This design comes from an exercise in tuning for small area on the open sky130 flow, not from production work. Where RTL was checked, it was by simulation tests only, not by an equivalence proof against the original. Power and IR drop assume default switching activity.

==> inputs of build 90 <==
==> flow/design.v (excerpt) <==
module tx_alc_guard (
    input  logic        aclk,
    input  logic        aresetn,
    input  logic        s_tvalid,
    output logic        s_tready,
    input  logic [95:0] s_tdata,
    output logic        m_tvalid,
    input  logic        m_tready,
    output logic [31:0] m_tdata,
    input  logic        cfg_we,
    input  logic [2:0]  cfg_addr,
    input  logic [15:0] cfg_wdata
);
Settings: LEC_CHECK=0, CAP_MARGIN=20, CORE_MARGIN=2, CORE_UTILIZATION=40, SLEW_MARGIN=20; clock period 10.0 ns.
run.sh (not shown) runs the stock make flow with config.mk's settings and CLKGATE_MAP_FILE= SYNTH_SCRIPT=/design/flow/synth_recipe.tcl, a recipe that flattens the netlist after the stock synthesis.
==> inputs of build 9, as changes to build 90 <==
--- a/flow/design.v
+++ b/flow/design.v
@@ -14,14 +14,20 @@
     localparam int EV_BITS = 3 + 1 + 1 + 10 + TIME_BITS;
     function automatic logic ge_u32(input logic [31:0] a, input logic [31:0] b);
         logic c;
         c = 1'b1;
         for (int i = 0; i < 32; i++) c = (a[i] & ~b[i]) | (a[i] & c) | (~b[i] & c);
         ge_u32 = c;
     endfunction
+    function automatic logic ge_u33(input logic [32:0] a, input logic [32:0] b);
+        logic c;
+        c = 1'b1;
+        for (int i = 0; i < 33; i++) c = (a[i] & ~b[i]) | (a[i] & c) | (~b[i] & c);
+        ge_u33 = c;
+    endfunction
     function automatic logic ge_u17(input logic [16:0] a, input logic [16:0] b);
         logic c;
         c = 1'b1;
         for (int i = 0; i < 17; i++) c = (a[i] & ~b[i]) | (a[i] & c) | (~b[i] & c);
         ge_u17 = c;
     endfunction
     function automatic logic ge_u16(input logic [15:0] a, input logic [15:0] b);
@@ -100,19 +106,18 @@
     input  logic                          s_tvalid,
     output logic                          s_tready,
     input  logic [tag_pkg::IN_BITS-1:0]   s_tdata,
     output logic                          q_valid,
     input  logic                          q_ready,
     output logic [tag_pkg::EV_BITS-1:0]   q_event
 );
-    logic [tag_pkg::EV_BITS-1:0] mem_reg [2];
+    logic [tag_pkg::EV_BITS-1:0] head_reg, tail_reg;
     logic [tag_pkg::EV_BITS-1:0] ev;
-    logic       rd_ptr_reg;
     logic [1:0] cnt_reg;
-    logic       push, pop, wr_ptr;
+    logic       push, pop;
     logic [2:0] ty;
     logic       f, c, fc, x;
     always_comb begin
         f  = s_tdata[52];
         c  = s_tdata[53];
         fc = f | c;
         case (s_tdata[2:0])
@@ -124,29 +129,25 @@
             default: ty = tag_pkg::TY_IGN;
         endcase
         x = (s_tdata[2:0] == 3'd0) ? s_tdata[51] : (fc ? f : |s_tdata[84:75]);
         ev = {ty, x, |s_tdata[74:65], s_tdata[64:55], s_tdata[34:3]};
     end
     assign s_tready = !cnt_reg[1];
     assign q_valid  = cnt_reg[1] | cnt_reg[0];
-    assign q_event  = mem_reg[rd_ptr_reg];
+    assign q_event  = head_reg;
     assign push     = s_tvalid && s_tready;
     assign pop      = q_valid && q_ready;
-    assign wr_ptr   = rd_ptr_reg ^ cnt_reg[0];
     always_ff @(posedge aclk) begin
-        if (!aresetn) begin
-            rd_ptr_reg <= 1'b0;
-            cnt_reg    <= 2'd0;
-        end else begin
-            if (pop) rd_ptr_reg <= ~rd_ptr_reg;
-            cnt_reg <= cnt_reg + {1'b0, push} - {1'b0, pop};
-        end
+        if (!aresetn) cnt_reg <= 2'd0;
+        else cnt_reg <= cnt_reg + {1'b0, push} - {1'b0, pop};
     end
     always_ff @(posedge aclk) begin
-        if (push) mem_reg[wr_ptr] <= ev;
+        if (cnt_reg[1] ? pop : (push && (!cnt_reg[0] || pop)))
+            head_reg <= cnt_reg[1] ? tail_reg : ev;
+        if (push && cnt_reg[0] && !pop) tail_reg <= ev;
     end
 endmodule
 `timescale 1ns / 1ps
 module tag_back (
     input  logic                          aclk,
     input  logic                          aresetn,
     input  logic                          cfg_we,
@@ -177,57 +178,68 @@
         if (cfg_en[5]) tmo_reg      <= (wd1 & 16'h03e8) | (wd0 & ~16'h03e8);
     end
     logic        act_reg, latch_reg, cal_reg, ov_reg;
     logic [15:0] gain_reg;
     logic        aud_reg, red_reg, stab_reg;
     logic [1:0]  hc_reg;      
     logic [31:0] start_t, adj_t, mtime_t, last_t, stab_t, hs_t, lh_t, red_t;
+    logic        lh_nb;
     logic        res_acc;
     logic [1:0]  res_oc;
     logic [3:0]  res_code;
     logic [2:0]  ty;
     logic        x, comp;
     logic [9:0]  alc;
     logic [31:0] now;
     assign {ty, x, comp, alc, now} = q_event;
     logic take;
     assign q_ready = !ov_reg || m_tready;
     assign take = q_valid && q_ready;
-    logic [32:0] n200, n400, n501, n600, n1200, n1500, n15000, dm;
-    assign n200   = tag_pkg::add_la(now, ~32'd200, 1'b1);
+    logic [32:0] n400, n501, n600, n1200, n1500, n15000;
     assign n400   = tag_pkg::add_la(now, ~32'd400, 1'b1);
     assign n501   = tag_pkg::add_la(now, ~32'd501, 1'b1);
     assign n600   = tag_pkg::add_la(now, ~32'd600, 1'b1);
     assign n1200  = tag_pkg::add_la(now, ~32'd1200, 1'b1);
     assign n1500  = tag_pkg::add_la(now, ~32'd1500, 1'b1);
     assign n15000 = tag_pkg::add_la(now, ~32'd15000, 1'b1);
-    assign dm     = tag_pkg::add_la(now, ~mtime_t, 1'b1);
+    logic [32:0] dl_sum;
+    logic [15:0] dl, hx, hmask;
+    logic        bl, he0, he1;
+    assign dl_sum = tag_pkg::add_la({16'd0, now[15:0]}, {16'd0, ~mtime_t[15:0]}, 1'b1);
+    assign dl = dl_sum[15:0];
+    assign bl = !dl_sum[16];
+    assign hx = now[31:16] ^ mtime_t[31:16];
+    always_comb begin
+        hmask[0] = 1'b1;
+        for (int i = 1; i < 16; i++) hmask[i] = hmask[i-1] & mtime_t[16+i-1];
+    end
+    assign he0 = (hx == 16'd0);
+    assign he1 = (hx == hmask) && !(hmask[15] && mtime_t[31]);
     logic a_hs1500, a_st15000, a_last1500, a_adj600, a_last501, a_stab1200, a_lh200;
     logic a_red400, a_hs600, meter_to;
     assign a_hs1500   = n1500[32]  && tag_pkg::ge_u32(n1500[31:0], hs_t);
     assign a_st15000  = n15000[32] && tag_pkg::ge_u32(n15000[31:0], start_t);
     assign a_last1500 = n1500[32]  && tag_pkg::ge_u32(n1500[31:0], last_t);
     assign a_adj600   = n600[32]   && tag_pkg::ge_u32(n600[31:0], adj_t);
     assign a_last501  = n501[32]   && tag_pkg::ge_u32(n501[31:0], last_t);
     assign a_stab1200 = n1200[32]  && tag_pkg::ge_u32(n1200[31:0], stab_t);
-    assign a_lh200    = n200[32]   && tag_pkg::ge_u32(n200[31:0], lh_t);
+    assign a_lh200    = tag_pkg::ge_u33(n600, {lh_nb, lh_t});
     assign a_red400   = n400[32]   && tag_pkg::ge_u32(n400[31:0], red_t);
     assign a_hs600    = n600[32]   && tag_pkg::ge_u32(n600[31:0], hs_t);
-    assign meter_to   = !dm[32] || (|dm[31:16]) || tag_pkg::ge_u16(dm[15:0], tmo_reg);
-    logic [31:0] g, s1, c1, s2, c2, s3, c3, s4, c4, s5, c5, p;
+    assign meter_to   = !(bl ? he1 : he0) || tag_pkg::ge_u16(dl, tmo_reg);
+    logic [31:0] g, x5, s1, c1, s2, c2, p;
+    logic [32:0] x5_sum, p_sum;
     logic        c15;
     assign g = {16'd0, gain_reg};
-    assign {s1, c1} = tag_pkg::csa(g, g << 2, g << 8);
-    assign {s2, c2} = tag_pkg::csa(g << 10, g << 12, g << 13);
-    assign {s3, c3} = tag_pkg::csa(s1, c1, s2);
-    assign {s4, c4} = tag_pkg::csa(s3, c3, c2);
-    assign {s5, c5} = tag_pkg::csa(s4, c4, g << 15);
-    assign c15 = tag_pkg::carry_u15(s5[14:0], c5[14:0]);
-    logic [32:0] p_sum;
-    assign p_sum = tag_pkg::add_la({15'd0, s5[31:15]}, {15'd0, c5[31:15]}, c15);
+    assign x5_sum = tag_pkg::add_la(g, g << 2, 1'b0);
+    assign x5 = x5_sum[31:0];
+    assign {s1, c1} = tag_pkg::csa(x5, x5 << 10, x5 << 13);
+    assign {s2, c2} = tag_pkg::csa(s1, c1, g << 8);
+    assign c15 = tag_pkg::carry_u15(s2[14:0], c2[14:0]);
+    assign p_sum = tag_pkg::add_la({15'd0, s2[31:15]}, {15'd0, c2[31:15]}, c15);
     assign p = {p_sum[16:0], 15'd0};
     logic lt_gmax, le_gmin, gt_maxmin, lt_up, gt_dn;
     assign lt_gmax   = !tag_pkg::ge_u16(gain_reg, max_gain_reg);
     assign le_gmin   = tag_pkg::ge_u16(min_gain_reg, gain_reg);
     assign gt_maxmin = !tag_pkg::ge_u16(min_gain_reg, max_gain_reg);
     assign lt_up     = !tag_pkg::ge_u17(p[31:15], {1'b0, max_gain_reg});
     assign gt_dn     = !tag_pkg::ge_u16(min_gain_reg, p[31:16]);
@@ -342,15 +354,15 @@
                         end else begin
                             stab_reg <= 1'b0; adj_t <= now;
                         end
                     end
                 end else begin
                     stab_reg <= 1'b0;
                     if (hc_reg == 2'd0) hs_t <= now;
-                    if (lh_up) begin hc_reg <= hc_inc; lh_t <= now; end
+                    if (lh_up) begin hc_reg <= hc_inc; {lh_nb, lh_t} <= n400; end
                     if (!red_hold && !le_gmin) begin
                         adj_t <= now; red_reg <= 1'b1; red_t <= now;
                         if (cal_reg) hc_reg <= 2'd0;
                     end
                 end
             end
         end
==> flow/flow/run.sh (new file) <==
#!/bin/bash
set -euo pipefail
bash standard.sh \
  BUFFER_PORTS_ARGS="-buffer_cell sky130_fd_sc_hd__buf_1" \
  CTS_ARGS="-sink_clustering_enable -repair_clock_nets -dont_use_dummy_load -buf_list sky130_fd_sc_hd__clkbuf_16 -sink_clustering_size 30 -sink_clustering_max_diameter 100" \
  finish > flow.log 2>&1
==> flow/standard.sh (new file) <==
#!/bin/bash
# synth_recipe.tcl (not shown) runs the flow's synth.tcl, then flattens the netlist and writes it again
# the make line also repeats each setting of config.mk as NAME=value (left out here)
make -C /OpenROAD-flow-scripts/flow DESIGN_CONFIG=/design/flow/config.mk WORK_HOME=/design/flow/orfs CLKGATE_MAP_FILE= SYNTH_SCRIPT=/design/flow/synth_recipe.tcl "${@:-finish}"
removed: flow/run.sh
==> inputs of trial 6, as changes to build 90 <==
--- a/flow/design.v
+++ b/flow/design.v
@@ -14,14 +14,20 @@
     localparam int EV_BITS = 3 + 1 + 1 + 10 + TIME_BITS;
     function automatic logic ge_u32(input logic [31:0] a, input logic [31:0] b);
         logic c;
         c = 1'b1;
         for (int i = 0; i < 32; i++) c = (a[i] & ~b[i]) | (a[i] & c) | (~b[i] & c);
         ge_u32 = c;
     endfunction
+    function automatic logic ge_u33(input logic [32:0] a, input logic [32:0] b);
+        logic c;
+        c = 1'b1;
+        for (int i = 0; i < 33; i++) c = (a[i] & ~b[i]) | (a[i] & c) | (~b[i] & c);
+        ge_u33 = c;
+    endfunction
     function automatic logic ge_u17(input logic [16:0] a, input logic [16:0] b);
         logic c;
         c = 1'b1;
         for (int i = 0; i < 17; i++) c = (a[i] & ~b[i]) | (a[i] & c) | (~b[i] & c);
         ge_u17 = c;
     endfunction
     function automatic logic ge_u16(input logic [15:0] a, input logic [15:0] b);
@@ -100,19 +106,18 @@
     input  logic                          s_tvalid,
     output logic                          s_tready,
     input  logic [tag_pkg::IN_BITS-1:0]   s_tdata,
     output logic                          q_valid,
     input  logic                          q_ready,
     output logic [tag_pkg::EV_BITS-1:0]   q_event
 );
-    logic [tag_pkg::EV_BITS-1:0] mem_reg [2];
+    logic [tag_pkg::EV_BITS-1:0] head_reg, tail_reg;
     logic [tag_pkg::EV_BITS-1:0] ev;
-    logic       rd_ptr_reg;
     logic [1:0] cnt_reg;
-    logic       push, pop, wr_ptr;
+    logic       push, pop;
     logic [2:0] ty;
     logic       f, c, fc, x;
     always_comb begin
         f  = s_tdata[52];
         c  = s_tdata[53];
         fc = f | c;
         case (s_tdata[2:0])
@@ -124,29 +129,25 @@
             default: ty = tag_pkg::TY_IGN;
         endcase
         x = (s_tdata[2:0] == 3'd0) ? s_tdata[51] : (fc ? f : |s_tdata[84:75]);
         ev = {ty, x, |s_tdata[74:65], s_tdata[64:55], s_tdata[34:3]};
     end
     assign s_tready = !cnt_reg[1];
     assign q_valid  = cnt_reg[1] | cnt_reg[0];
-    assign q_event  = mem_reg[rd_ptr_reg];
+    assign q_event  = head_reg;
     assign push     = s_tvalid && s_tready;
     assign pop      = q_valid && q_ready;
-    assign wr_ptr   = rd_ptr_reg ^ cnt_reg[0];
     always_ff @(posedge aclk) begin
-        if (!aresetn) begin
-            rd_ptr_reg <= 1'b0;
-            cnt_reg    <= 2'd0;
-        end else begin
-            if (pop) rd_ptr_reg <= ~rd_ptr_reg;
-            cnt_reg <= cnt_reg + {1'b0, push} - {1'b0, pop};
-        end
+        if (!aresetn) cnt_reg <= 2'd0;
+        else cnt_reg <= cnt_reg + {1'b0, push} - {1'b0, pop};
     end
     always_ff @(posedge aclk) begin
-        if (push) mem_reg[wr_ptr] <= ev;
+        if (cnt_reg[1] ? pop : (push && (!cnt_reg[0] || pop)))
+            head_reg <= cnt_reg[1] ? tail_reg : ev;
+        if (push && cnt_reg[0] && !pop) tail_reg <= ev;
     end
 endmodule
 `timescale 1ns / 1ps
 module tag_back (
     input  logic                          aclk,
     input  logic                          aresetn,
     input  logic                          cfg_we,
@@ -177,57 +178,68 @@
         if (cfg_en[5]) tmo_reg      <= (wd1 & 16'h03e8) | (wd0 & ~16'h03e8);
     end
     logic        act_reg, latch_reg, cal_reg, ov_reg;
     logic [15:0] gain_reg;
     logic        aud_reg, red_reg, stab_reg;
     logic [1:0]  hc_reg;      
     logic [31:0] start_t, adj_t, mtime_t, last_t, stab_t, hs_t, lh_t, red_t;
+    logic        lh_nb;
     logic        res_acc;
     logic [1:0]  res_oc;
     logic [3:0]  res_code;
     logic [2:0]  ty;
     logic        x, comp;
     logic [9:0]  alc;
     logic [31:0] now;
     assign {ty, x, comp, alc, now} = q_event;
     logic take;
     assign q_ready = !ov_reg || m_tready;
     assign take = q_valid && q_ready;
-    logic [32:0] n200, n400, n501, n600, n1200, n1500, n15000, dm;
-    assign n200   = tag_pkg::add_la(now, ~32'd200, 1'b1);
+    logic [32:0] n400, n501, n600, n1200, n1500, n15000;
     assign n400   = tag_pkg::add_la(now, ~32'd400, 1'b1);
     assign n501   = tag_pkg::add_la(now, ~32'd501, 1'b1);
     assign n600   = tag_pkg::add_la(now, ~32'd600, 1'b1);
     assign n1200  = tag_pkg::add_la(now, ~32'd1200, 1'b1);
     assign n1500  = tag_pkg::add_la(now, ~32'd1500, 1'b1);
     assign n15000 = tag_pkg::add_la(now, ~32'd15000, 1'b1);
-    assign dm     = tag_pkg::add_la(now, ~mtime_t, 1'b1);
+    logic [32:0] dl_sum;
+    logic [15:0] dl, hx, hmask;
+    logic        bl, he0, he1;
+    assign dl_sum = tag_pkg::add_la({16'd0, now[15:0]}, {16'd0, ~mtime_t[15:0]}, 1'b1);
+    assign dl = dl_sum[15:0];
+    assign bl = !dl_sum[16];
+    assign hx = now[31:16] ^ mtime_t[31:16];
+    always_comb begin
+        hmask[0] = 1'b1;
+        for (int i = 1; i < 16; i++) hmask[i] = hmask[i-1] & mtime_t[16+i-1];
+    end
+    assign he0 = (hx == 16'd0);
+    assign he1 = (hx == hmask) && !(hmask[15] && mtime_t[31]);
     logic a_hs1500, a_st15000, a_last1500, a_adj600, a_last501, a_stab1200, a_lh200;
     logic a_red400, a_hs600, meter_to;
     assign a_hs1500   = n1500[32]  && tag_pkg::ge_u32(n1500[31:0], hs_t);
     assign a_st15000  = n15000[32] && tag_pkg::ge_u32(n15000[31:0], start_t);
     assign a_last1500 = n1500[32]  && tag_pkg::ge_u32(n1500[31:0], last_t);
     assign a_adj600   = n600[32]   && tag_pkg::ge_u32(n600[31:0], adj_t);
     assign a_last501  = n501[32]   && tag_pkg::ge_u32(n501[31:0], last_t);
     assign a_stab1200 = n1200[32]  && tag_pkg::ge_u32(n1200[31:0], stab_t);
-    assign a_lh200    = n200[32]   && tag_pkg::ge_u32(n200[31:0], lh_t);
+    assign a_lh200    = tag_pkg::ge_u33(n600, {lh_nb, lh_t});
     assign a_red400   = n400[32]   && tag_pkg::ge_u32(n400[31:0], red_t);
     assign a_hs600    = n600[32]   && tag_pkg::ge_u32(n600[31:0], hs_t);
-    assign meter_to   = !dm[32] || (|dm[31:16]) || tag_pkg::ge_u16(dm[15:0], tmo_reg);
-    logic [31:0] g, s1, c1, s2, c2, s3, c3, s4, c4, s5, c5, p;
+    assign meter_to   = !(bl ? he1 : he0) || tag_pkg::ge_u16(dl, tmo_reg);
+    logic [31:0] g, x5, s1, c1, s2, c2, p;
+    logic [32:0] x5_sum, p_sum;
     logic        c15;
     assign g = {16'd0, gain_reg};
-    assign {s1, c1} = tag_pkg::csa(g, g << 2, g << 8);
-    assign {s2, c2} = tag_pkg::csa(g << 10, g << 12, g << 13);
-    assign {s3, c3} = tag_pkg::csa(s1, c1, s2);
-    assign {s4, c4} = tag_pkg::csa(s3, c3, c2);
-    assign {s5, c5} = tag_pkg::csa(s4, c4, g << 15);
-    assign c15 = tag_pkg::carry_u15(s5[14:0], c5[14:0]);
-    logic [32:0] p_sum;
-    assign p_sum = tag_pkg::add_la({15'd0, s5[31:15]}, {15'd0, c5[31:15]}, c15);
+    assign x5_sum = tag_pkg::add_la(g, g << 2, 1'b0);
+    assign x5 = x5_sum[31:0];
+    assign {s1, c1} = tag_pkg::csa(x5, x5 << 10, x5 << 13);
+    assign {s2, c2} = tag_pkg::csa(s1, c1, g << 8);
+    assign c15 = tag_pkg::carry_u15(s2[14:0], c2[14:0]);
+    assign p_sum = tag_pkg::add_la({15'd0, s2[31:15]}, {15'd0, c2[31:15]}, c15);
     assign p = {p_sum[16:0], 15'd0};
     logic lt_gmax, le_gmin, gt_maxmin, lt_up, gt_dn;
     assign lt_gmax   = !tag_pkg::ge_u16(gain_reg, max_gain_reg);
     assign le_gmin   = tag_pkg::ge_u16(min_gain_reg, gain_reg);
     assign gt_maxmin = !tag_pkg::ge_u16(min_gain_reg, max_gain_reg);
     assign lt_up     = !tag_pkg::ge_u17(p[31:15], {1'b0, max_gain_reg});
     assign gt_dn     = !tag_pkg::ge_u16(min_gain_reg, p[31:16]);
@@ -342,15 +354,15 @@
                         end else begin
                             stab_reg <= 1'b0; adj_t <= now;
                         end
                     end
                 end else begin
                     stab_reg <= 1'b0;
                     if (hc_reg == 2'd0) hs_t <= now;
-                    if (lh_up) begin hc_reg <= hc_inc; lh_t <= now; end
+                    if (lh_up) begin hc_reg <= hc_inc; {lh_nb, lh_t} <= n400; end
                     if (!red_hold && !le_gmin) begin
                         adj_t <= now; red_reg <= 1'b1; red_t <= now;
                         if (cal_reg) hc_reg <= 2'd0;
                     end
                 end
             end
         end
==> flow/flow/run.sh (new file) <==
#!/bin/bash
# The standard layout (standard.sh) with three changes:
#  - synthesis runs flow/synth.tcl: synth_recipe.tcl with an area-oriented ABC script
#  - ports are buffered with the smallest buffer (buf_1)
#  - clock tree synthesis clusters the flip-flops explicitly and adds no dummy loads
# make's full output goes to flow.log; ORFS's per-step logs stay under orfs/logs.
set -euo pipefail
here=$(pwd)
bash standard.sh \
  SYNTH_SCRIPT="$here/flow/synth.tcl" \
  BUFFER_PORTS_ARGS="-buffer_cell sky130_fd_sc_hd__buf_1" \
  CTS_ARGS="-sink_clustering_enable -repair_clock_nets -dont_use_dummy_load -buf_list sky130_fd_sc_hd__clkbuf_16 -sink_clustering_size 28 -sink_clustering_max_diameter 90" \
  finish > flow.log 2>&1
==> flow/flow/abc_area.script (new file) <==
strash
&get -n
&fraig -x
&put
scorr
dc2
dretime
strash
dch -f
map -a
mfs2
strash
&get -n
&dch -f
&nf {D}
&put
buffer -c
upsize -c {D}
dnsize -c {D}
==> flow/flow/synth.tcl (new file) <==
# synth_recipe.tcl with one change: the final ABC mapping uses abc_area.script (beside this
# file) in place of ORFS's speed script. Registers are mapped before ABC and stay as they are.
proc synth {args} { yosys synth -nofsm -noshare {*}$args }
set ::my_abc_script [file join [file dirname [file normalize [info script]]] abc_area.script]
proc abc {args} {
  set i [lsearch $args -script]
  if {$i >= 0} {
    set args [lreplace $args $i [expr {$i + 1}] -script $::my_abc_script]
  }
  yosys abc {*}$args
}
source $::env(SCRIPTS_DIR)/synth.tcl
# left out here: clear keep_hierarchy, flatten, clean up, hide names made inside functions, write 1_2_yosys.v
==> flow/standard.sh (new file) <==
#!/bin/bash
# synth_recipe.tcl (not shown) runs the flow's synth.tcl, then flattens the netlist and writes it again
# the make line also repeats each setting of config.mk as NAME=value (left out here)
make -C /OpenROAD-flow-scripts/flow DESIGN_CONFIG=/design/flow/config.mk WORK_HOME=/design/flow/orfs CLKGATE_MAP_FILE= SYNTH_SCRIPT=/design/flow/synth_recipe.tcl "${@:-finish}"
removed: flow/run.sh
==> summary of the runs <==
- Build 90 finished with timing, DRC and antenna clean. Build 9 ran to the end with no violations. Trial 6 produced a clean layout.
- Of build 90 and build 9, build 90 has the higher synthesized cell count (gap 5.1%, measured against build 9).
- Against build 90, the wire length of trial 6 is smaller by about 24%.
- Final cell count: build 9 is smaller than build 90 (about 6%).
- Via count, lowest first: trial 6, build 9, build 90.
- The highest sequential share of layout area belongs to trial 6, the lowest to build 90.
- Power, highest first: build 90, build 9, trial 6.
- The highest non-clock buffer count belongs to build 9, the lowest to trial 6.
- Clock skew, highest first: build 9, trial 6, build 90.
- In sequential cell count, trial 6 and build 9 do not differ.
==> figures <==
item                                                                                               trial 6                       build 90                       build 9
Status                                                                            timing/DRC/antenna clean       timing/DRC/antenna clean      timing/DRC/antenna clean
Share of synthesized cell area in full adder, half adder and majority cells                          10.8%                          15.6%                         12.4%
Number of non-filler instances in the completed layout                                                3306                           3933                          3685
Wire length of the first global-routing pass                                                     105000 um                      133000 um                     123000 um
Number of sinks handled by clock tree synthesis                                                        469                            470                           469
Share of the final layout cell area in sequential cells                                              48.0%                          40.0%                         44.6%
Critical Path End                                                            u_back.gain_reg[10]$_DFFE_PP_  u_back.gain_reg[15]$_DFFE_PP_  u_back.gain_reg[8]$_DFFE_PP_
Minimum hold slack                                                                                  528 ps                         550 ps                        519 ps
Layout overhead on the synthesized area                                                              9.04%                          14.8%                         8.72%
Peak clock frequency supported by timing                                                           108 MHz                        115 MHz                       107 MHz
Sequential logic power                                                                             3080 uW                        3030 uW                       2950 uW
Fraction of area in clock buffers and inverters                                                      2.31%                          5.25%                         1.99%
Simple-gate portion of the synthesized area                                                          7.37%                          11.2%                         11.7%
Critical path launch point                                                    u_back.gain_reg[1]$_DFFE_PP_   u_back.gain_reg[6]$_DFFE_PP_  u_back.gain_reg[2]$_DFFE_PP_
Die outline height                                                                                  263 um                         280 um                        273 um
Sequential-to-total area share from yosys stat                                                       52.3%                          45.9%                         48.5%
Fraction of the mapped netlist area in compound gates                                                18.2%                          15.7%                         15.7%
Clock buffer count from CTS                                                                             27                             53                            25
Slowest-stage cell, CP                                                                                fa_1                       edfxtp_1                          fa_1
No functional check of the RTL was part of build 90.

[afterwards: timing with drivers on the ports]
How much do the figures lean on ideal ports? The routed layouts below were timed once more, with nothing changed but the port constraints. Step 1 assumes that a clkbuf_16 drives the clock port and a buf_2 every other input. Step 2 also shifts input and output timing later by t, the mid clock arrival at the registers, as if the neighbouring blocks saw the same clock. Slacks: no drivers / after step 1 / after step 2; pairs: no drivers / after step 1.
run | t, ns | setup WS [ns] | worst setup path after step 2 | worst slew at a driven data input, ns | cell pins on the clock port's net
build 90 | 0.673 | 1.271 / 1.271 / 1.271 | register to register | 0.06 | 1
build 9 | 0.633 | 0.696 / 0.696 / 0.696 | register to register | 0.08 | 1
trial 6 | 0.631 | 0.751 / 0.751 / 0.751 | register to register | 0.11 | 1
After both steps every run listed still meets setup and hold.
